Background: an optimization exercise with open tools, aiming at small area. Do not read the settings as production practice.
Where RTL was checked, it was by simulation tests only, not by an equivalence proof against the original.

==> job 254 <==
// resample_interp
module resample_interp #(
    parameter int SYM_WIDTH = 1,
    parameter int INT_WIDTH = 1,
    parameter int DEC_WIDTH = 14,
    parameter int MU_WIDTH  = 8,
    parameter int DEPTH     = 8,
    parameter int CNT_WIDTH = 16,
    localparam int DW = SYM_WIDTH + INT_WIDTH + DEC_WIDTH,
    localparam int LW = $clog2(DEPTH) + 1
) (
    input  logic                 clk,
    input  logic                 rst,
    input  logic                 flush,
    input  logic                 in_valid,
    input  logic [DW-1:0]        in_i,
    input  logic [DW-1:0]        in_q,
    input  logic                 mk,
    input  logic [MU_WIDTH-1:0]  mu,
    input  logic                 mode,
    input  logic                 out_ready,
    output logic                 out_valid,
    output logic [DW-1:0]        out_i,
    output logic [DW-1:0]        out_q,
    output logic [LW-1:0]        fifo_level,
    output logic                 overflow,
    output logic [CNT_WIDTH-1:0] sym_cnt
);
    localparam int AW = $clog2(DEPTH);
    localparam logic [DW-1:0] SGN = DW'(1) << (DW - 1);
    logic                 strobe;
    logic                 x_zero;
    logic [DW-1:0]        x_i, x_q;
    logic                 s1_valid, s2_valid, s3_valid;
    logic [DW-1:0]        s1_a_i, s1_a_q;
    logic [MU_WIDTH-1:0]  s1_mu;
    logic [DW-1:0]        s2_y_i, s2_y_q, s3_y_i, s3_y_q;
    logic [DW-1:0]        y_i, y_q;
    logic [DW-1:0]        mem_i [DEPTH];
    logic [DW-1:0]        mem_q [DEPTH];
  ...
clock: 6.0 ns
lec_check: 0
cap_margin: 20
core_margin: 2
core_utilization: 65
place_density: 0.75
slew_margin: 20
synth_hierarchical: 1
synth_minimum_keep_size: 0
standard.sh (not shown) runs the stock make flow with config.mk's settings and CLKGATE_MAP_FILE= SYNTH_SCRIPT=/design/flow/synth_recipe.tcl, a recipe that flattens the netlist after the stock synthesis.
==> flow/flow/run.sh <==
#!/bin/bash
# Layout flow: the standard ORFS flow (standard.sh, synthesis unchanged)
# with two changes to the layout steps:
#   * port buffers use the smallest buffer (buf_1) instead of the resizer's
#     default choice; every input and output port still gets a buffer;
#   * clock tree synthesis runs without dummy loads and builds the tree from
#     clkbuf_8 cells with sink clusters of at most 20 flip-flops.
# Each tool's full output is in orfs/logs/ (one log per step); make's own
# output goes to flow_make.log in the work folder.
set -euo pipefail
export BUFFER_PORTS_ARGS="-buffer_cell sky130_fd_sc_hd__buf_1"
export CTS_ARGS="-sink_clustering_enable -repair_clock_nets -dont_use_dummy_load -buf_list sky130_fd_sc_hd__clkbuf_8 -sink_clustering_size 20 -sink_clustering_max_diameter 50"
bash standard.sh > flow_make.log 2>&1
==> job 3986 (differences from job 254) <==
--- a/flow/design.v
+++ b/flow/design.v
@@ -58,18 +58,18 @@
             s3_valid <= s2_valid;
         end
     end
     always_ff @(posedge clk) begin
         if (in_valid) begin
             x_i <= in_i ^ SGN;
             x_q <= in_q ^ SGN;
         end
-        s1_a_i <= ~(!mode ? in_i ^ SGN : x_zero ? SGN : x_i);
-        s1_a_q <= ~(!mode ? in_q ^ SGN : x_zero ? SGN : x_q);
+        s1_a_i <= !mode ? in_i ^ SGN : x_zero ? SGN : x_i;
+        s1_a_q <= !mode ? in_q ^ SGN : x_zero ? SGN : x_q;
         s1_mu  <= mu;
         s2_y_i <= y_i ^ SGN;
         s2_y_q <= y_q ^ SGN;
         s3_y_i <= s2_y_i;
         s3_y_q <= s2_y_q;
     end
     logic [15:0] ari_1;
     logic [15:0] ari_2;
@@ -388,52 +388,47 @@
     logic ari_315;
     logic ari_316;
     logic ari_317;
     logic ari_318;
     logic ari_319;
     logic ari_320;
     logic ari_321;
     logic ari_322;
-    assign ari_1 = s1_mu[0] ? ~x_i : s1_a_i;
-    assign ari_2 = s1_mu[1] ? ~x_i : s1_a_i;
-    assign ari_3 = s1_mu[2] ? ~x_i : s1_a_i;
-    assign ari_4 = s1_mu[3] ? ~x_i : s1_a_i;
-    assign ari_5 = s1_mu[4] ? ~x_i : s1_a_i;
-    assign ari_6 = s1_mu[5] ? ~x_i : s1_a_i;
-    assign ari_7 = s1_mu[6] ? ~x_i : s1_a_i;
-    assign ari_8 = s1_mu[7] ? ~x_i : s1_a_i;
-    ri_ha u_ari_9 (s1_a_i[7], ari_1[7], ari_9, ari_10);
-    assign ari_11 = ~(s1_a_i[1] ^ ari_1[1]);
-    assign ari_12 = s1_a_i[1] | ari_1[1];
+    assign ari_1 = s1_mu[0] ? x_i : s1_a_i;
+    assign ari_2 = s1_mu[1] ? x_i : s1_a_i;
+    assign ari_3 = s1_mu[2] ? x_i : s1_a_i;
+    assign ari_4 = s1_mu[3] ? x_i : s1_a_i;
+    assign ari_5 = s1_mu[4] ? x_i : s1_a_i;
+    assign ari_6 = s1_mu[5] ? x_i : s1_a_i;
+    assign ari_7 = s1_mu[6] ? x_i : s1_a_i;
+    assign ari_8 = s1_mu[7] ? x_i : s1_a_i;
+    assign ari_9 = ~(s1_a_i[7] ^ ari_1[7]);
+    assign ari_10 = s1_a_i[7] | ari_1[7];
+    ri_ha u_ari_11 (s1_a_i[1], ari_1[1], ari_11, ari_12);
     ri_fa u_ari_13 (s1_a_i[2], ari_1[2], ari_2[1], ari_13, ari_14);
-    assign ari_15 = ~(ari_3[0] ^ ari_12);
-    assign ari_16 = ari_3[0] | ari_12;
+    ri_ha u_ari_15 (ari_3[0], ari_12, ari_15, ari_16);
     ri_fa u_ari_17 (s1_a_i[3], ari_1[3], ari_2[2], ari_17, ari_18);
     ri_fa u_ari_19 (ari_3[1], ari_4[0], ari_14, ari_19, ari_20);
-    assign ari_21 = ~(ari_16 ^ ari_17);
-    assign ari_22 = ari_16 | ari_17;
+    ri_ha u_ari_21 (ari_16, ari_17, ari_21, ari_22);
     ri_fa u_ari_23 (s1_a_i[4], ari_1[4], ari_2[3], ari_23, ari_24);
     ri_fa u_ari_25 (ari_3[2], ari_4[1], ari_5[0], ari_25, ari_26);
     ri_fa u_ari_27 (ari_18, ari_23, ari_25, ari_27, ari_28);
-    assign ari_29 = ~(ari_22 ^ ari_20);
-    assign ari_30 = ari_22 | ari_20;
+    ri_ha u_ari_29 (ari_22, ari_20, ari_29, ari_30);
     ri_fa u_ari_31 (s1_a_i[5], ari_1[5], ari_2[4], ari_31, ari_32);
     ri_fa u_ari_33 (ari_3[3], ari_4[2], ari_5[1], ari_33, ari_34);
     ri_fa u_ari_35 (ari_6[0], ari_24, ari_26, ari_35, ari_36);
     ri_fa u_ari_37 (ari_31, ari_33, ari_28, ari_37, ari_38);
-    assign ari_39 = ~(ari_35 ^ ari_30);
-    assign ari_40 = ari_35 | ari_30;
+    ri_ha u_ari_39 (ari_35, ari_30, ari_39, ari_40);
     ri_fa u_ari_41 (s1_a_i[6], ari_1[6], ari_2[5], ari_41, ari_42);
     ri_fa u_ari_43 (ari_3[4], ari_4[3], ari_5[2], ari_43, ari_44);
     ri_fa u_ari_45 (ari_6[1], ari_7[0], ari_32, ari_45, ari_46);
     ri_fa u_ari_47 (ari_34, ari_41, ari_43, ari_47, ari_48);
     ri_fa u_ari_49 (ari_36, ari_45, ari_47, ari_49, ari_50);
-    assign ari_51 = ~(ari_38 ^ ari_40);
-    assign ari_52 = ari_38 | ari_40;
+    ri_ha u_ari_51 (ari_38, ari_40, ari_51, ari_52);
     ri_fa u_ari_53 (ari_2[6], ari_3[5], ari_4[4], ari_53, ari_54);
     ri_fa u_ari_55 (ari_5[3], ari_6[2], ari_7[1], ari_55, ari_56);
     ri_fa u_ari_57 (ari_8[0], ari_9, ari_42, ari_57, ari_58);
     ri_fa u_ari_59 (ari_44, ari_53, ari_55, ari_59, ari_60);
     ri_fa u_ari_61 (ari_46, ari_48, ari_57, ari_61, ari_62);
     ri_fa u_ari_63 (ari_59, ari_50, ari_61, ari_63, ari_64);
     ri_fa u_ari_65 (s1_a_i[8], ari_1[8], ari_2[7], ari_65, ari_66);
     ri_fa u_ari_67 (ari_3[6], ari_4[5], ari_5[4], ari_67, ari_68);
@@ -507,17 +502,17 @@
     ri_fa u_ari_203 (ari_192, ari_199, ari_194, ari_203, ari_204);
     ri_fa u_ari_205 (ari_201, ari_196, ari_203, ari_205, ari_206);
     ri_fa u_ari_207 (ari_5[15], ari_6[14], ari_7[13], ari_207, ari_208);
     ri_fa u_ari_209 (ari_8[12], ari_200, ari_207, ari_209, ari_210);
     ri_fa u_ari_211 (ari_202, ari_209, ari_204, ari_211, ari_212);
     ri_fa u_ari_213 (ari_6[15], ari_7[14], ari_8[13], ari_213, ari_214);
     ri_fa u_ari_215 (ari_208, ari_213, ari_210, ari_215, ari_216);
     ri_fa u_ari_217 (ari_7[15], ari_8[14], ari_214, ari_217, ari_218);
-    assign ari_219 = s1_a_i[0] | ari_1[0];
+    assign ari_219 = s1_a_i[0] & ari_1[0];
     ri_maj u_ari_220 (ari_2[0], ari_11, ari_219, ari_220);
     ri_maj u_ari_221 (ari_13, ari_15, ari_220, ari_221);
     ri_maj u_ari_222 (ari_21, ari_19, ari_221, ari_222);
     ri_maj u_ari_223 (ari_27, ari_29, ari_222, ari_223);
     ri_maj u_ari_224 (ari_39, ari_37, ari_223, ari_224);
     ri_maj u_ari_225 (ari_49, ari_51, ari_224, ari_225);
     ri_maj u_ari_226 (ari_52, ari_63, ari_225, ari_226);
     ri_ha u_ari_227 (ari_64, ari_77, ari_227, ari_228);
@@ -596,17 +591,17 @@
     assign ari_315 = ari_243 ^ ari_290;
     assign ari_316 = ari_245 ^ ari_299;
     assign ari_317 = ari_247 ^ ari_300;
     assign ari_318 = ari_249 ^ ari_301;
     assign ari_319 = ari_251 ^ ari_302;
     assign ari_320 = ari_253 ^ ari_303;
     assign ari_321 = ari_255 ^ ari_304;
     assign ari_322 = 1'b0 ^ ari_305;
-    assign y_i = ~{ari_322, ari_321, ari_320, ari_319, ari_318, ari_317, ari_316, ari_315, ari_314, ari_313, ari_312, ari_311, ari_310, ari_309, ari_308, ari_307};
+    assign y_i = {ari_322, ari_321, ari_320, ari_319, ari_318, ari_317, ari_316, ari_315, ari_314, ari_313, ari_312, ari_311, ari_310, ari_309, ari_308, ari_307};
     logic [15:0] arq_1;
     logic [15:0] arq_2;
     logic [15:0] arq_3;
     logic [15:0] arq_4;
     logic [15:0] arq_5;
     logic [15:0] arq_6;
     logic [15:0] arq_7;
     logic [15:0] arq_8;
@@ -919,52 +914,47 @@
     logic arq_315;
     logic arq_316;
     logic arq_317;
     logic arq_318;
     logic arq_319;
     logic arq_320;
     logic arq_321;
     logic arq_322;
-    assign arq_1 = s1_mu[0] ? ~x_q : s1_a_q;
-    assign arq_2 = s1_mu[1] ? ~x_q : s1_a_q;
-    assign arq_3 = s1_mu[2] ? ~x_q : s1_a_q;
-    assign arq_4 = s1_mu[3] ? ~x_q : s1_a_q;
-    assign arq_5 = s1_mu[4] ? ~x_q : s1_a_q;
-    assign arq_6 = s1_mu[5] ? ~x_q : s1_a_q;
-    assign arq_7 = s1_mu[6] ? ~x_q : s1_a_q;
-    assign arq_8 = s1_mu[7] ? ~x_q : s1_a_q;
-    ri_ha u_arq_9 (s1_a_q[7], arq_1[7], arq_9, arq_10);
-    assign arq_11 = ~(s1_a_q[1] ^ arq_1[1]);
-    assign arq_12 = s1_a_q[1] | arq_1[1];
+    assign arq_1 = s1_mu[0] ? x_q : s1_a_q;
+    assign arq_2 = s1_mu[1] ? x_q : s1_a_q;
+    assign arq_3 = s1_mu[2] ? x_q : s1_a_q;
+    assign arq_4 = s1_mu[3] ? x_q : s1_a_q;
+    assign arq_5 = s1_mu[4] ? x_q : s1_a_q;
+    assign arq_6 = s1_mu[5] ? x_q : s1_a_q;
+    assign arq_7 = s1_mu[6] ? x_q : s1_a_q;
+    assign arq_8 = s1_mu[7] ? x_q : s1_a_q;
+    assign arq_9 = ~(s1_a_q[7] ^ arq_1[7]);
+    assign arq_10 = s1_a_q[7] | arq_1[7];
+    ri_ha u_arq_11 (s1_a_q[1], arq_1[1], arq_11, arq_12);
     ri_fa u_arq_13 (s1_a_q[2], arq_1[2], arq_2[1], arq_13, arq_14);
-    assign arq_15 = ~(arq_3[0] ^ arq_12);
-    assign arq_16 = arq_3[0] | arq_12;
+    ri_ha u_arq_15 (arq_3[0], arq_12, arq_15, arq_16);
     ri_fa u_arq_17 (s1_a_q[3], arq_1[3], arq_2[2], arq_17, arq_18);
     ri_fa u_arq_19 (arq_3[1], arq_4[0], arq_14, arq_19, arq_20);
-    assign arq_21 = ~(arq_16 ^ arq_17);
-    assign arq_22 = arq_16 | arq_17;
+    ri_ha u_arq_21 (arq_16, arq_17, arq_21, arq_22);
     ri_fa u_arq_23 (s1_a_q[4], arq_1[4], arq_2[3], arq_23, arq_24);
     ri_fa u_arq_25 (arq_3[2], arq_4[1], arq_5[0], arq_25, arq_26);
     ri_fa u_arq_27 (arq_18, arq_23, arq_25, arq_27, arq_28);
-    assign arq_29 = ~(arq_22 ^ arq_20);
-    assign arq_30 = arq_22 | arq_20;
+    ri_ha u_arq_29 (arq_22, arq_20, arq_29, arq_30);
     ri_fa u_arq_31 (s1_a_q[5], arq_1[5], arq_2[4], arq_31, arq_32);
     ri_fa u_arq_33 (arq_3[3], arq_4[2], arq_5[1], arq_33, arq_34);
     ri_fa u_arq_35 (arq_6[0], arq_24, arq_26, arq_35, arq_36);
     ri_fa u_arq_37 (arq_31, arq_33, arq_28, arq_37, arq_38);
-    assign arq_39 = ~(arq_35 ^ arq_30);
-    assign arq_40 = arq_35 | arq_30;
+    ri_ha u_arq_39 (arq_35, arq_30, arq_39, arq_40);
     ri_fa u_arq_41 (s1_a_q[6], arq_1[6], arq_2[5], arq_41, arq_42);
     ri_fa u_arq_43 (arq_3[4], arq_4[3], arq_5[2], arq_43, arq_44);
     ri_fa u_arq_45 (arq_6[1], arq_7[0], arq_32, arq_45, arq_46);
     ri_fa u_arq_47 (arq_34, arq_41, arq_43, arq_47, arq_48);
     ri_fa u_arq_49 (arq_36, arq_45, arq_47, arq_49, arq_50);
-    assign arq_51 = ~(arq_38 ^ arq_40);
-    assign arq_52 = arq_38 | arq_40;
+    ri_ha u_arq_51 (arq_38, arq_40, arq_51, arq_52);
     ri_fa u_arq_53 (arq_2[6], arq_3[5], arq_4[4], arq_53, arq_54);
     ri_fa u_arq_55 (arq_5[3], arq_6[2], arq_7[1], arq_55, arq_56);
     ri_fa u_arq_57 (arq_8[0], arq_9, arq_42, arq_57, arq_58);
     ri_fa u_arq_59 (arq_44, arq_53, arq_55, arq_59, arq_60);
     ri_fa u_arq_61 (arq_46, arq_48, arq_57, arq_61, arq_62);
     ri_fa u_arq_63 (arq_59, arq_50, arq_61, arq_63, arq_64);
     ri_fa u_arq_65 (s1_a_q[8], arq_1[8], arq_2[7], arq_65, arq_66);
     ri_fa u_arq_67 (arq_3[6], arq_4[5], arq_5[4], arq_67, arq_68);
@@ -1038,17 +1028,17 @@
     ri_fa u_arq_203 (arq_192, arq_199, arq_194, arq_203, arq_204);
     ri_fa u_arq_205 (arq_201, arq_196, arq_203, arq_205, arq_206);
     ri_fa u_arq_207 (arq_5[15], arq_6[14], arq_7[13], arq_207, arq_208);
     ri_fa u_arq_209 (arq_8[12], arq_200, arq_207, arq_209, arq_210);
     ri_fa u_arq_211 (arq_202, arq_209, arq_204, arq_211, arq_212);
     ri_fa u_arq_213 (arq_6[15], arq_7[14], arq_8[13], arq_213, arq_214);
     ri_fa u_arq_215 (arq_208, arq_213, arq_210, arq_215, arq_216);
     ri_fa u_arq_217 (arq_7[15], arq_8[14], arq_214, arq_217, arq_218);
-    assign arq_219 = s1_a_q[0] | arq_1[0];
+    assign arq_219 = s1_a_q[0] & arq_1[0];
     ri_maj u_arq_220 (arq_2[0], arq_11, arq_219, arq_220);
     ri_maj u_arq_221 (arq_13, arq_15, arq_220, arq_221);
     ri_maj u_arq_222 (arq_21, arq_19, arq_221, arq_222);
     ri_maj u_arq_223 (arq_27, arq_29, arq_222, arq_223);
     ri_maj u_arq_224 (arq_39, arq_37, arq_223, arq_224);
     ri_maj u_arq_225 (arq_49, arq_51, arq_224, arq_225);
     ri_maj u_arq_226 (arq_52, arq_63, arq_225, arq_226);
     ri_ha u_arq_227 (arq_64, arq_77, arq_227, arq_228);
@@ -1127,51 +1117,53 @@
     assign arq_315 = arq_243 ^ arq_290;
     assign arq_316 = arq_245 ^ arq_299;
     assign arq_317 = arq_247 ^ arq_300;
     assign arq_318 = arq_249 ^ arq_301;
     assign arq_319 = arq_251 ^ arq_302;
     assign arq_320 = arq_253 ^ arq_303;
     assign arq_321 = arq_255 ^ arq_304;
     assign arq_322 = 1'b0 ^ arq_305;
-    assign y_q = ~{arq_322, arq_321, arq_320, arq_319, arq_318, arq_317, arq_316, arq_315, arq_314, arq_313, arq_312, arq_311, arq_310, arq_309, arq_308, arq_307};
-    assign wr_ptr    = rd_ptr + fifo_level[AW-1:0];
+    assign y_q = {arq_322, arq_321, arq_320, arq_319, arq_318, arq_317, arq_316, arq_315, arq_314, arq_313, arq_312, arq_311, arq_310, arq_309, arq_308, arq_307};
     assign full      = fifo_level == LW'(DEPTH);
     assign out_valid = fifo_level != '0;
     assign pop       = out_valid && out_ready;
     assign wr_ok     = s3_valid && (!full || pop);
     always_comb begin
         out_i = '0;
         out_q = '0;
         for (int k = 0; k < DEPTH; k++) begin
             if (out_valid && rd_ptr == AW'(k)) begin
                 out_i = out_i | mem_i[k];
                 out_q = out_q | mem_q[k];
             end
         end
     end
     always_ff @(posedge clk) begin
-        if (!full || pop) begin
+        if (wr_ok && !flush) begin
             mem_i[wr_ptr] <= s3_y_i;
             mem_q[wr_ptr] <= s3_y_q;
         end
     end
     always_ff @(posedge clk or posedge rst) begin
         if (rst) begin
+            wr_ptr     <= '0;
             rd_ptr     <= '0;
             fifo_level <= '0;
             overflow   <= 1'b0;
             sym_cnt    <= '0;
         end else if (flush) begin
+            wr_ptr     <= '0;
             rd_ptr     <= '0;
             fifo_level <= '0;
             overflow   <= 1'b0;
             sym_cnt    <= '0;
         end else begin
             if (wr_ok) begin
+                wr_ptr  <= wr_ptr + AW'(1);
                 sym_cnt <= sym_cnt + CNT_WIDTH'(1);
             end
             if (pop) begin
                 rd_ptr <= rd_ptr + AW'(1);
             end
             case ({wr_ok, pop})
                 2'b10:   fifo_level <= fifo_level + LW'(1);
                 2'b01:   fifo_level <= fifo_level - LW'(1);
@@ -1189,35 +1181,17 @@
 );
     assign s  = a ^ b ^ c;
     assign co = (a & b) | (c & (a ^ b));
 endmodule
 module ri_maj (
     input  logic a, b, c,
     output logic co
 );
-    assign co = (a & b) | (a & c) | (b & c);
-endmodule
-module ri_ao (
-    input  logic gh, ph, gl,
-    output logic g
-);
-    assign g = gh | (ph & gl);
-endmodule
-module ri_and (
-    input  logic a, b,
-    output logic y
-);
-    assign y = a & b;
-endmodule
-module ri_xor (
-    input  logic a, b,
-    output logic y
-);
-    assign y = a ^ b;
+    assign co = (a & b) | (c & (a ^ b));
 endmodule
 module ri_ha (
     input  logic a, b,
     output logic s, co
 );
     assign s  = a ^ b;
     assign co = a & b;
 endmodule
==> flow/flow/run.sh (replaced) <==
#!/bin/bash
# Layout flow: the standard ORFS flow (standard.sh, unchanged synthesis)
# with two changes to the layout steps:
#   * port buffers use the smallest buffer (buf_1) instead of the resizer's
#     default choice; every input and output port still gets a buffer;
#   * clock tree synthesis runs without dummy loads, with the same clustering
#     settings as config.mk.
# Each tool's full output is in orfs/logs/ (one log per step); make's own
# output goes to flow_make.log in the work folder.
set -euo pipefail
export BUFFER_PORTS_ARGS="-buffer_cell sky130_fd_sc_hd__buf_1"
export CTS_ARGS="-sink_clustering_enable -repair_clock_nets -dont_use_dummy_load -buf_list sky130_fd_sc_hd__clkbuf_16 -sink_clustering_size 25 -sink_clustering_max_diameter 80"
bash standard.sh > flow_make.log 2>&1
==> flow/config.mk (replaced) <==
export PLATFORM = sky130hd
export DESIGN_NAME = resample_interp
export DESIGN_NICKNAME = resample_interp
export VERILOG_FILES = /design/flow/design.v
export SDC_FILE = /design/flow/constraint.sdc
export NUM_CORES = 4
export LEC_CHECK = 0
export CAP_MARGIN = 5
export CORE_MARGIN = 2
export CORE_UTILIZATION = 65
export PLACE_DENSITY = 0.75
export SLEW_MARGIN = 5
export SYNTH_HIERARCHICAL = 1
export SYNTH_MINIMUM_KEEP_SIZE = 0
==> impl_metrics.py <==
metrics = {
    "status": {
        "status": "timing/DRC/antenna clean",
    },
    "floorplan": {
        "core-area_um2": 34500,
        "die_h_um": 191,
    },
    "min_path": {
        "hp-start": "s2_y_q[12]",
    },
    "placement": {
        "pre_cts_ws_ps": 562,
        "gp_routability_congestion": 0.931,
    },
    "finish": {
        "final_cell_mix": "288 x edfxtp_1, 238 x mux2_2, 197 x fa_1",
        "drive_gt1_share_pct": 20.2,
    },
    "yosys": {
        "synth-xor-area-share_pct": 1.19,
    },
    "setup_path": {
        "worst-path-buf-inv": 0,
        "cp.depth": 15,
    },
}
That was job 3986.
==> impl_metrics.py <==
metrics = {
    "finish": {
        "final_cell_mix": "288 x edfxtp_1, 283 x mux2i_1, 198 x fa_1",
        "drive_gt1_share_pct": 6.99,
    },
    "setup_path": {
        "crit_path_end_kind": "flop",
        "start_kind": "flop",
        "cp_cell_sequence": "clkinv_1, mux2_2, ha_1, inv_1, maj3_2, maj3_2, maj3_2, maj3_2, maj3_2, maj3_2, maj3_2, ha_1, or2_2, ha_1, o211ai_1, a21boi_0, a41oi_1, inv_1, a311o_1, xnor2_1",
        "cp.depth": 20,
    },
    "placement": {
        "pre_cts_ws_ps": 447,
        "gp_routability_congestion": 0.904,
    },
    "floorplan": {
        "core-area_um2": 34400,
        "die_h_um": 191,
    },
    "clock_network": {
        "cts_tree": "built",
    },
    "routing": {
        "wl_per_cell_um": 23.6,
    },
    "status": {
        "status": "timing/DRC/antenna clean",
    },
    "yosys": {
        "synth-xor-area-share_pct": 1.36,
    },
}
That was job 254.
For job 254, only the layout was checked, not whether the RTL still works.

==> separate check: timing with driven ports <==
The results above use ideal ports. As a check the final layouts listed here were re-extracted and re-timed, cells and wires unchanged.
Step 1: set_driving_cell puts a clkbuf_16 on clk and a buf_2 on each other input, an assumption about the parent block.
Step 2 also shifts input and output timing later by t, the mid clock arrival at the registers, as if the neighbouring blocks saw the same clock.
a / b / c = ideal / step 1 / step 2; a / b = the first two.
| run | shift t [ns] | slack for setup (ns) | worst hold slack (ns) | clock arrival spread, ns | cell pins on the clock port's net |
|---|---|---|---|---|---|
| job 254 | 0.616 | 0.477 / 0.477 / 0.477 | 0.306 / 0.306 / 0.306 | 0.085 / 0.086 | 1 |
| job 3986 | 0.564 | 0.543 / 0.543 / 0.543 | 0.331 / 0.331 / 0.331 | 0.081 / 0.082 | 1 |
After both steps every run listed still meets setup and hold.
